Background: an optimization exercise with open tools, aiming at small area, a short achievable clock period and few clock cycles per item. Do not read the settings as production practice. Only simulation tests tie the RTL to the original design; equivalence was not proved. Power is estimated from default activity; no workload was simulated.

## onyx
==> flow/design.v (excerpt) <==
module fft16_digit_reverse_buf #(
    parameter int DATA_W = 32,
    parameter int N      = 16
) (
    input  logic                  clk,
    input  logic                  rst_n,
    input  logic                  in_valid,
    output logic                  in_ready,
    input  logic [DATA_W-1:0]     in_re,
    input  logic [DATA_W-1:0]     in_im,
    output logic                  out_valid,
    input  logic                  out_ready,
    output logic [DATA_W-1:0]     out_re,
    output logic [DATA_W-1:0]     out_im,
    output logic [3:0]            out_idx,
    output logic                  out_last
);
Size in the first run: ~1700 cells after synthesis, ~140 I/O pins.
Settings: LEC_CHECK=0, CAP_MARGIN=20, CORE_MARGIN=2, CORE_UTILIZATION=65, CTS_CLUSTER_DIAMETER=100, CTS_CLUSTER_SIZE=30, SETUP_SLACK_MARGIN=1.8, SLEW_MARGIN=20; clock period 4.0 ns.
standard.sh (not shown) runs the stock make flow with config.mk's settings and CLKGATE_MAP_FILE= SYNTH_SCRIPT=/design/flow/synth_recipe.tcl, a recipe that flattens the netlist after the stock synthesis.
==> flow/flow/run.sh <==
#!/bin/bash
# The standard layout (the standard.sh: ORFS synthesis to final layout), with one change:
# the input and output port buffers are plain sky130_fd_sc_hd__buf_2 cells instead of the
# delay cells buffer_ports picks by default. Every port still gets its own buffer.
# make's full output goes to standard.log in the work folder; ORFS's per-step logs stay under
# orfs/logs/.
set -euo pipefail
export BUFFER_PORTS_ARGS="-buffer_cell sky130_fd_sc_hd__buf_2"
bash standard.sh finish > standard.log 2>&1
onyx has completed all stages; timing, DRC and antenna checks passed.
Testbench counts of onyx, summed over its fixed seeds: cycles 7,347, items 6,144.
diff inputs: onyx => garnet
==> flow/run.sh (new file) <==
#!/bin/bash
# synth_recipe.tcl (not shown) runs the flow's synth.tcl, then flattens the netlist and writes it again
# the make line also repeats each setting of config.mk as NAME=value (left out here)
make -C /OpenROAD-flow-scripts/flow DESIGN_CONFIG=/design/flow/config.mk WORK_HOME=/design/flow/orfs CLKGATE_MAP_FILE= SYNTH_SCRIPT=/design/flow/synth_recipe.tcl finish
removed: flow/flow/run.sh
removed: flow/standard.sh
--- outcome ---
In the final reports, the cell area of garnet is larger than that of onyx.
Compared with onyx, in garnet critical path depth went down; via count of the first global-routing pass did not really move.
The run showing the smaller power density relative to cell area is garnet.


== job 101 ==
Another version of the RTL of fft16_digit_reverse_buf (not shown whole).
Size in the first run: ~1,700 cells after synthesis, about 750 flip-flops, about 140 I/O pins, ~29,000 um^2 of cells after synthesis.
## fft16_digit_reverse_buf
module fft16_digit_reverse_buf #(
    parameter int DATA_W = 32,
    parameter int N      = 16
) (
    input  logic                  clk,
    input  logic                  rst_n,
    input  logic                  in_valid,
    output logic                  in_ready,
    input  logic [DATA_W-1:0]     in_re,
    input  logic [DATA_W-1:0]     in_im,
    output logic                  out_valid,
    input  logic                  out_ready,
    output logic [DATA_W-1:0]     out_re,
    output logic [DATA_W-1:0]     out_im,
    output logic [3:0]            out_idx,
    output logic                  out_last
);
make LEC_CHECK=0 CAP_MARGIN=20 CORE_MARGIN=2 CORE_UTILIZATION=65 CTS_CLUSTER_DIAMETER=100 CTS_CLUSTER_SIZE=30 SETUP_SLACK_MARGIN=2.0 SLEW_MARGIN=20 finish   # period 4.0 ns
run.sh (not shown) runs the stock make flow with config.mk's settings and CLKGATE_MAP_FILE= SYNTH_SCRIPT=/design/flow/synth_recipe.tcl, a recipe that flattens the netlist after the stock synthesis.
Stock flow here: none of the scripts above is used.
Job 101: flow completed, timing, DRC and antenna clean
Testbench counts of job 101, summed over its fixed seeds: cycles 7,318, items 6,144.
Relative to job 101, the following input files were edited for job 102:
# job 101
export LEC_CHECK = 0
export CAP_MARGIN = 20
export CORE_MARGIN = 2
export CORE_UTILIZATION = 65
export CTS_CLUSTER_DIAMETER = 100
export CTS_CLUSTER_SIZE = 30
export SETUP_SLACK_MARGIN = 2.0
export SLEW_MARGIN = 20
create_clock -name core_clock -period 4.0 [get_ports {clk}]
# job 102
export LEC_CHECK = 0
export CAP_MARGIN = 20
export CORE_MARGIN = 2
export CORE_UTILIZATION = 65
export CTS_CLUSTER_DIAMETER = 80
export CTS_CLUSTER_SIZE = 25
export SETUP_SLACK_MARGIN = 2.0
export SLEW_MARGIN = 20
create_clock -name core_clock -period 4.0 [get_ports {clk}]
==> comparison <==
Job 102: flow completed, timing, DRC and antenna clean
Delta (job 102 minus job 101): setup slack now smaller, number of diodes rose by 1, path depth of the worst reg2reg path saw an increase.
From job 102 to job 101, flop and latch count out of synthesis did not move at all.


== north ==
fft16_digit_reverse_buf, a different RTL version from the one above (not shown whole).
For scale: roughly 1600 cells after synthesis, about 690 flip-flops, roughly 140 I/O pins, about 0.027 mm2 of cells after synthesis.
export LEC_CHECK = 0
export CAP_MARGIN = 20
export CORE_MARGIN = 2
export CORE_UTILIZATION = 65
export CTS_CLUSTER_DIAMETER = 100
export CTS_CLUSTER_SIZE = 30
export SETUP_SLACK_MARGIN = 1.9
export SLEW_MARGIN = 20
create_clock -name core_clock -period 4.0 [get_ports {clk}]
standard.sh (not shown) runs the stock make flow with config.mk's settings and CLKGATE_MAP_FILE= SYNTH_SCRIPT=/design/flow/synth_recipe.tcl, a recipe that flattens the netlist after the stock synthesis.
==> flow/flow/run.sh <==
#!/bin/bash
# The standard layout (the standard.sh: ORFS synthesis to final layout), with one change:
# the input and output port buffers are plain sky130_fd_sc_hd__buf_2 cells instead of the
# delay cells buffer_ports picks by default. Every port still gets its own buffer.
# make's full output goes to standard.log in the work folder; ORFS's per-step logs stay under
# orfs/logs/.
set -euo pipefail
export BUFFER_PORTS_ARGS="-buffer_cell sky130_fd_sc_hd__buf_2"
bash standard.sh finish > standard.log 2>&1
Testbench counts of north, summed over its fixed seeds: cycles 7,347, items 6,144.
What south does differently from north at the input level:
# north
export LEC_CHECK = 0
export CAP_MARGIN = 20
export CORE_MARGIN = 2
export CORE_UTILIZATION = 65
export CTS_CLUSTER_DIAMETER = 100
export CTS_CLUSTER_SIZE = 30
export SETUP_SLACK_MARGIN = 1.9
export SLEW_MARGIN = 20
create_clock -name core_clock -period 4.0 [get_ports {clk}]
# south
export LEC_CHECK = 0
export CAP_MARGIN = 20
export CORE_MARGIN = 2
export CORE_UTILIZATION = 70
export CTS_CLUSTER_DIAMETER = 100
export CTS_CLUSTER_SIZE = 30
export SETUP_SLACK_MARGIN = 1.8
export SLEW_MARGIN = 20
create_clock -name core_clock -period 4.0 [get_ports {clk}]
Diff north and south: routed wire length lower in south
south -> north: deepest clock path buffer count delta 0, exact match
In the reports for north and south, the smaller initial antenna violation count belongs to north.
Looking at design area across both flows, south is the stronger of the two, with north trailing.
south vs north: detail-routed via count per cell up in south
In the tables for north and south, instance count on the critical path reads higher with north.
The inputs of east differ from those of south as listed below.
# south
export LEC_CHECK = 0
export CAP_MARGIN = 20
export CORE_MARGIN = 2
export CORE_UTILIZATION = 70
export CTS_CLUSTER_DIAMETER = 100
export CTS_CLUSTER_SIZE = 30
export SETUP_SLACK_MARGIN = 1.8
export SLEW_MARGIN = 20
create_clock -name core_clock -period 4.0 [get_ports {clk}]
# east
export LEC_CHECK = 0
export CAP_MARGIN = 20
export CORE_MARGIN = 2
export CORE_UTILIZATION = 65
export CTS_CLUSTER_DIAMETER = 80
export CTS_CLUSTER_SIZE = 25
export SETUP_SLACK_MARGIN = 1.8
export SLEW_MARGIN = 20
create_clock -name core_clock -period 4.0 [get_ports {clk}]
==> comparison <==
Sort south and east by worst reg2reg path depth desc -> top: east
east against south: total chip power moved up, routed wire length moved up.
Edits applied to the flow inputs when going from east to west:
# east
export LEC_CHECK = 0
export CAP_MARGIN = 20
export CORE_MARGIN = 2
export CORE_UTILIZATION = 65
export CTS_CLUSTER_DIAMETER = 80
export CTS_CLUSTER_SIZE = 25
export SETUP_SLACK_MARGIN = 1.8
export SLEW_MARGIN = 20
create_clock -name core_clock -period 4.0 [get_ports {clk}]
# west
export LEC_CHECK = 0
export CAP_MARGIN = 20
export CORE_MARGIN = 2
export CORE_UTILIZATION = 65
export CTS_CLUSTER_DIAMETER = 100
export CTS_CLUSTER_SIZE = 30
export SETUP_SLACK_MARGIN = 1.85
export SLEW_MARGIN = 20
create_clock -name core_clock -period 4.0 [get_ports {clk}]
Findings:
Final instance area: east vs west, no meaningful difference
west ended up with a higher number of gates given a new drive strength after cts than east did.
The proportion of cell area occupied by registers on west is in line with that on east.
[compare] base=east new=west: global routing usage summed across all routing layers decreased by 0.32 points relative to the old numbers, number of H-tree branching levels decreased by 1 relative to the old numbers, sequential cell area closely matched the old numbers, non-clock buffer count increased by about 6.6% relative to the old numbers.
Diff east and west: clock distribution power higher in east
The following lists how middle was set up differently from west:
# west
export LEC_CHECK = 0
export CAP_MARGIN = 20
export CORE_MARGIN = 2
export CORE_UTILIZATION = 65
export CTS_CLUSTER_DIAMETER = 100
export CTS_CLUSTER_SIZE = 30
export SETUP_SLACK_MARGIN = 1.85
export SLEW_MARGIN = 20
create_clock -name core_clock -period 4.0 [get_ports {clk}]
# middle
export LEC_CHECK = 0
export CAP_MARGIN = 20
export CORE_MARGIN = 2
export CORE_UTILIZATION = 65
export CTS_CLUSTER_DIAMETER = 100
export CTS_CLUSTER_SIZE = 30
export SETUP_SLACK_MARGIN = 1.6
export SLEW_MARGIN = 20
create_clock -name core_clock -period 4.0 [get_ports {clk}]
==> flow/run.sh (new file) <==
#!/bin/bash
# synth_recipe.tcl (not shown) runs the flow's synth.tcl, then flattens the netlist and writes it again
# the make line also repeats each setting of config.mk as NAME=value (left out here)
make -C /OpenROAD-flow-scripts/flow DESIGN_CONFIG=/design/flow/config.mk WORK_HOME=/design/flow/orfs CLKGATE_MAP_FILE= SYNTH_SCRIPT=/design/flow/synth_recipe.tcl finish
removed: flow/flow/run.sh
removed: flow/standard.sh
==> run notes <==
middle against west: area added between synthesis and finish shows an increase of 0.32 points, synthesized instance count closely matched the old numbers, overall power consumption lower, power consumed by sequential cells roughly the same, share of power burned in combinational logic now sits lower.
Taking west as the reference, in middle final standard cell utilization of the core rose by 0.21 points; total stage count of the critical path went down.


trial 58:
Another version of the RTL of fft16_digit_reverse_buf (not shown whole).
For scale: roughly 1600 cells after synthesis, ~140 I/O pins, ~27000 µm² of cells after synthesis.
Settings: LEC_CHECK=0, CAP_MARGIN=20, CORE_MARGIN=2, CORE_UTILIZATION=60, CTS_CLUSTER_DIAMETER=100, CTS_CLUSTER_SIZE=30, SETUP_SLACK_MARGIN=1.85, SLEW_MARGIN=20; clock period 4.0 ns.
==> flow/flow/run.sh <==
#!/bin/bash
# The standard layout (the standard.sh: ORFS synthesis to final layout), with one change:
# the input and output port buffers are plain sky130_fd_sc_hd__buf_2 cells instead of the
# delay cells buffer_ports picks by default. Every port still gets its own buffer.
# make's full output goes to standard.log in the work folder; ORFS's per-step logs stay under
# orfs/logs/.
set -euo pipefail
export BUFFER_PORTS_ARGS="-buffer_cell sky130_fd_sc_hd__buf_2"
bash standard.sh finish > standard.log 2>&1
Trial 58 finished every stage and its layout cleared the timing, DRC and antenna checks.
Testbench counts of trial 58, summed over its fixed seeds: cycles 7,347, items 6,144.
--- input diff trial 58..trial 6 ---
# trial 58
export LEC_CHECK = 0
export CAP_MARGIN = 20
export CORE_MARGIN = 2
export CORE_UTILIZATION = 60
export CTS_CLUSTER_DIAMETER = 100
export CTS_CLUSTER_SIZE = 30
export SETUP_SLACK_MARGIN = 1.85
export SLEW_MARGIN = 20
create_clock -name core_clock -period 4.0 [get_ports {clk}]
# trial 6
export LEC_CHECK = 0
export CAP_MARGIN = 20
export CORE_MARGIN = 2
export CORE_UTILIZATION = 65
export CTS_CLUSTER_DIAMETER = 90
export CTS_CLUSTER_SIZE = 28
export SETUP_SLACK_MARGIN = 1.85
export SLEW_MARGIN = 20
create_clock -name core_clock -period 4.0 [get_ports {clk}]
### Flow results
Clock tree cell share of total cell area in trial 6 vs trial 58: up 0.21 points
Going from trial 58 to trial 6, first-iteration DRC count rose by 61, internal power consumption rose by about 0.5%, count of buffers not belonging to the clock network in the layout fell by 2.9%.
Summary of trial 6 over trial 58: final wirelength now smaller; total power shows an increase of about 0.66%; placed standard-cell area -88 µm².


fft16_digit_reverse_buf, a different RTL version from the one above (not shown whole).
Size: ~690 flip-flops, ~140 I/O pins.
export LEC_CHECK = 0
export CAP_MARGIN = 20
export CORE_MARGIN = 2
export CORE_UTILIZATION = 65
export CTS_CLUSTER_DIAMETER = 100
export CTS_CLUSTER_SIZE = 30
export SETUP_SLACK_MARGIN = 2.0
export SLEW_MARGIN = 20
create_clock -name core_clock -period 4.0 [get_ports {clk}]
run.sh (not shown) runs the stock make flow with config.mk's settings and CLKGATE_MAP_FILE= SYNTH_SCRIPT=/design/flow/synth_recipe.tcl, a recipe that flattens the netlist after the stock synthesis.
Stock flow here: none of the scripts above is used.
Testbench counts at the start, summed over its fixed seeds: cycles 7,347, items 6,144.
Next try:
==> flow/flow/run.sh (new file) <==
#!/bin/bash
# The standard layout (the standard.sh: ORFS synthesis to final layout), with one change:
# the input and output port buffers are plain sky130_fd_sc_hd__buf_2 cells instead of the
# delay cells buffer_ports picks by default. Every port still gets its own buffer.
# make's full output goes to standard.log in the work folder; ORFS's per-step logs stay under
# orfs/logs/.
set -euo pipefail
export BUFFER_PORTS_ARGS="-buffer_cell sky130_fd_sc_hd__buf_2"
bash standard.sh finish > standard.log 2>&1
==> flow/standard.sh (new file) <==
#!/bin/bash
# synth_recipe.tcl (not shown) runs the flow's synth.tcl, then flattens the netlist and writes it again
# the make line also repeats each setting of config.mk as NAME=value (left out here)
make -C /OpenROAD-flow-scripts/flow DESIGN_CONFIG=/design/flow/config.mk WORK_HOME=/design/flow/orfs CLKGATE_MAP_FILE= SYNTH_SCRIPT=/design/flow/synth_recipe.tcl "${@:-finish}"
- SETUP_SLACK_MARGIN: 2.0 -> 1.8
removed: flow/run.sh
What happened:
- The changed run completed with no timing, DRC or antenna violations
- sequential cell count stays the same
- power went down by 12%
- global-route usage went down by 4.6 points
- cell count went down by 5.8%
- clock power went down by about 2%
- via count went down by 9.7%
- count of clock-buffer cells in the layout went down by 12
Next try:
==> flow/run.sh (new file) <==
#!/bin/bash
# synth_recipe.tcl (not shown) runs the flow's synth.tcl, then flattens the netlist and writes it again
# the make line also repeats each setting of config.mk as NAME=value (left out here)
make -C /OpenROAD-flow-scripts/flow DESIGN_CONFIG=/design/flow/config.mk WORK_HOME=/design/flow/orfs CLKGATE_MAP_FILE= SYNTH_SCRIPT=/design/flow/synth_recipe.tcl finish
- SETUP_SLACK_MARGIN: 1.8 -> 2.2
removed: flow/flow/run.sh
removed: flow/standard.sh
The changed run ran to the end with no violations.
Cell area is higher by about 17%.
Flip-flop and latch count stays the same.
Worst setup slack gets worse by 23 ps.
Cell count climbs by 9.9%.
Routed wire length came out higher by 39%.
Total power increases by about 28%.
Worst hold slack gains 93 ps.


== P ==
fft16_digit_reverse_buf with an RTL version that a note above also has.
Size: about 690 flip-flops, ~140 I/O pins.
export LEC_CHECK = 0
export CAP_MARGIN = 20
export CORE_MARGIN = 2
export CORE_UTILIZATION = 65
export CTS_CLUSTER_DIAMETER = 100
export CTS_CLUSTER_SIZE = 30
export SETUP_SLACK_MARGIN = 1.8
export SLEW_MARGIN = 20
create_clock -name core_clock -period 4.0 [get_ports {clk}]
standard.sh (not shown) runs the stock make flow with config.mk's settings and CLKGATE_MAP_FILE= SYNTH_SCRIPT=/design/flow/synth_recipe.tcl, a recipe that flattens the netlist after the stock synthesis.
==> flow/flow/run.sh <==
#!/bin/bash
# The standard layout (the standard.sh: ORFS synthesis to final layout), with one change:
# the input and output port buffers are plain sky130_fd_sc_hd__buf_2 cells instead of the
# delay cells buffer_ports picks by default. Every port still gets its own buffer.
# make's full output goes to standard.log in the work folder; ORFS's per-step logs stay under
# orfs/logs/.
set -euo pipefail
export BUFFER_PORTS_ARGS="-buffer_cell sky130_fd_sc_hd__buf_2"
bash standard.sh finish > standard.log 2>&1
Testbench counts of P, summed over its fixed seeds: cycles 7,347, items 6,144.
The following lists how Q was set up differently from P:
- a change of SETUP_SLACK_MARGIN from 1.8 to 1.75
==> run notes <==
- Q vs P: utilization down
- Maximum clock skew at final layout: Q vs P — no meaningful difference
- Compared Q vs P, and count of TritonRoute iterations in the first routing pass is up in Q.
- Number of filler instances in the final layout, P and Q, higher one = P.
- Diff P..Q | sequential power | negligible
- Looking at final non-filler cell total across P and Q, the one that comes out lower is Q.
- Taking P as the reference, in Q fraction of final layout cells with drive strength greater than 1 shrank by 1.3 points; layout-stage area growth over the synthesis result has decreased.
Edits applied to the flow inputs when going from Q to R:
- SETUP_SLACK_MARGIN now 1.9, was 1.75
Findings:
R vs. Q: clock-cell share of area now sits at about the same level; total detailed-routing wirelength now sits higher; clock skew now sits at about the same level.
In the metrics for R and Q, the one carrying the lower tightest slew margin relative to the limit is Q.
Between R and Q, the count of fill cells added during filler insertion does not differ in any meaningful way.
Summary of the comparison: via count of the first global-routing pass is higher in R, relative to Q.
Final instance area, R and Q, lower one = Q.
Higher setup slack of the critical path after layout among R and Q: Q
Final clock period utilization by the worst path up 0.21 points in R wrt Q
Inputs modified between R and S:
- changing SETUP_SLACK_MARGIN from 1.9 to 1.85
Findings:
The lower number of buffers and inverters on the critical path of S and R is in S. In the flow results for S and R, the part of the cycle the worst path needs is larger on R. Routed wire length in S is 3.2% higher than in R. When S is measured against R, its number of clock buffer instances in the layout turns out 1 lower. Max area growth from synthesis to layout across S and R: R. S ended with less total power than R. Wire length of the first global-routing pass (lower): R. Compared with R, S shows a power share of the clock group that is 0.2 points higher.

[afterwards: timing with drivers on the ports]
No port has a modelled driver above. Below, the same layouts with a new extraction and two added sets of constraints. Step 1 sets driving cells, clkbuf_16 on the clock port and buf_2 on the other inputs (assumed; they add their load-dependent delay and slew). Step 2 moves the port delays by t, midway between the first and last clock arrival at a register: inputs arrive t later, outputs are due t later. That takes back most of the time a late clock gives input paths. Three values: ideal ports, drivers, drivers and shift; two values: the first two.
| run | shift t [ns] | setup slack, ns | hold WS [ns] |
|---|---|---|---|
| onyx | 0.657 | 1.702 / 1.702 / 1.248 | 0.279 / 0.244 / 0.575 |
| garnet | 0.657 | 1.767 / 1.764 / 1.326 | 0.566 / 0.560 / 0.566 |
| job 101 | 0.665 | 1.833 / 1.808 / 1.292 | 0.325 / 0.338 / 0.521 |
| job 102 | 0.640 | 1.707 / 1.707 / 1.154 | 0.366 / 0.377 / 0.517 |
| north | 0.648 | 1.832 / 1.800 / 1.316 | 0.269 / 0.235 / 0.538 |
| south | 0.645 | 1.770 / 1.770 / 1.194 | 0.263 / 0.229 / 0.517 |
| east | 0.619 | 1.797 / 1.797 / 1.244 | 0.288 / 0.255 / 0.519 |
| west | 0.647 | 1.834 / 1.806 / 1.252 | 0.263 / 0.229 / 0.544 |
| middle | 0.650 | 1.636 / 1.580 / 1.154 | 0.529 / 0.529 / 0.529 |
| trial 58 | 0.649 | 1.766 / 1.744 / 1.400 | 0.138 / 0.099 / 0.533 |
| trial 6 | 0.655 | 1.791 / 1.731 / 1.372 | 0.115 / 0.082 / 0.530 |
| the first run of note 5 | 0.653 | 1.662 / 1.662 / 1.190 | 0.317 / 0.280 / 0.621 |
| the second run of note 5 | 0.660 | 1.634 / 1.634 / 1.258 | 0.191 / 0.193 / 0.584 |
| the third run of note 5 | 0.682 | 1.611 / 1.611 / 1.333 | 0.284 / 0.242 / 0.609 |
| P | 0.643 | 1.802 / 1.771 / 1.316 | 0.273 / 0.236 / 0.540 |
| Q | 0.658 | 1.727 / 1.727 / 1.216 | 0.232 / 0.195 / 0.526 |
| R | 0.641 | 1.719 / 1.719 / 1.240 | 0.344 / 0.312 / 0.516 |
| S | 0.655 | 1.791 / 1.731 / 1.414 | 0.115 / 0.082 / 0.542 |
After both steps setup and hold are still met in every run listed. For west, which loses most, drivers alone change the setup slack by -0.028 ns; drivers and shift together by -0.582 ns.
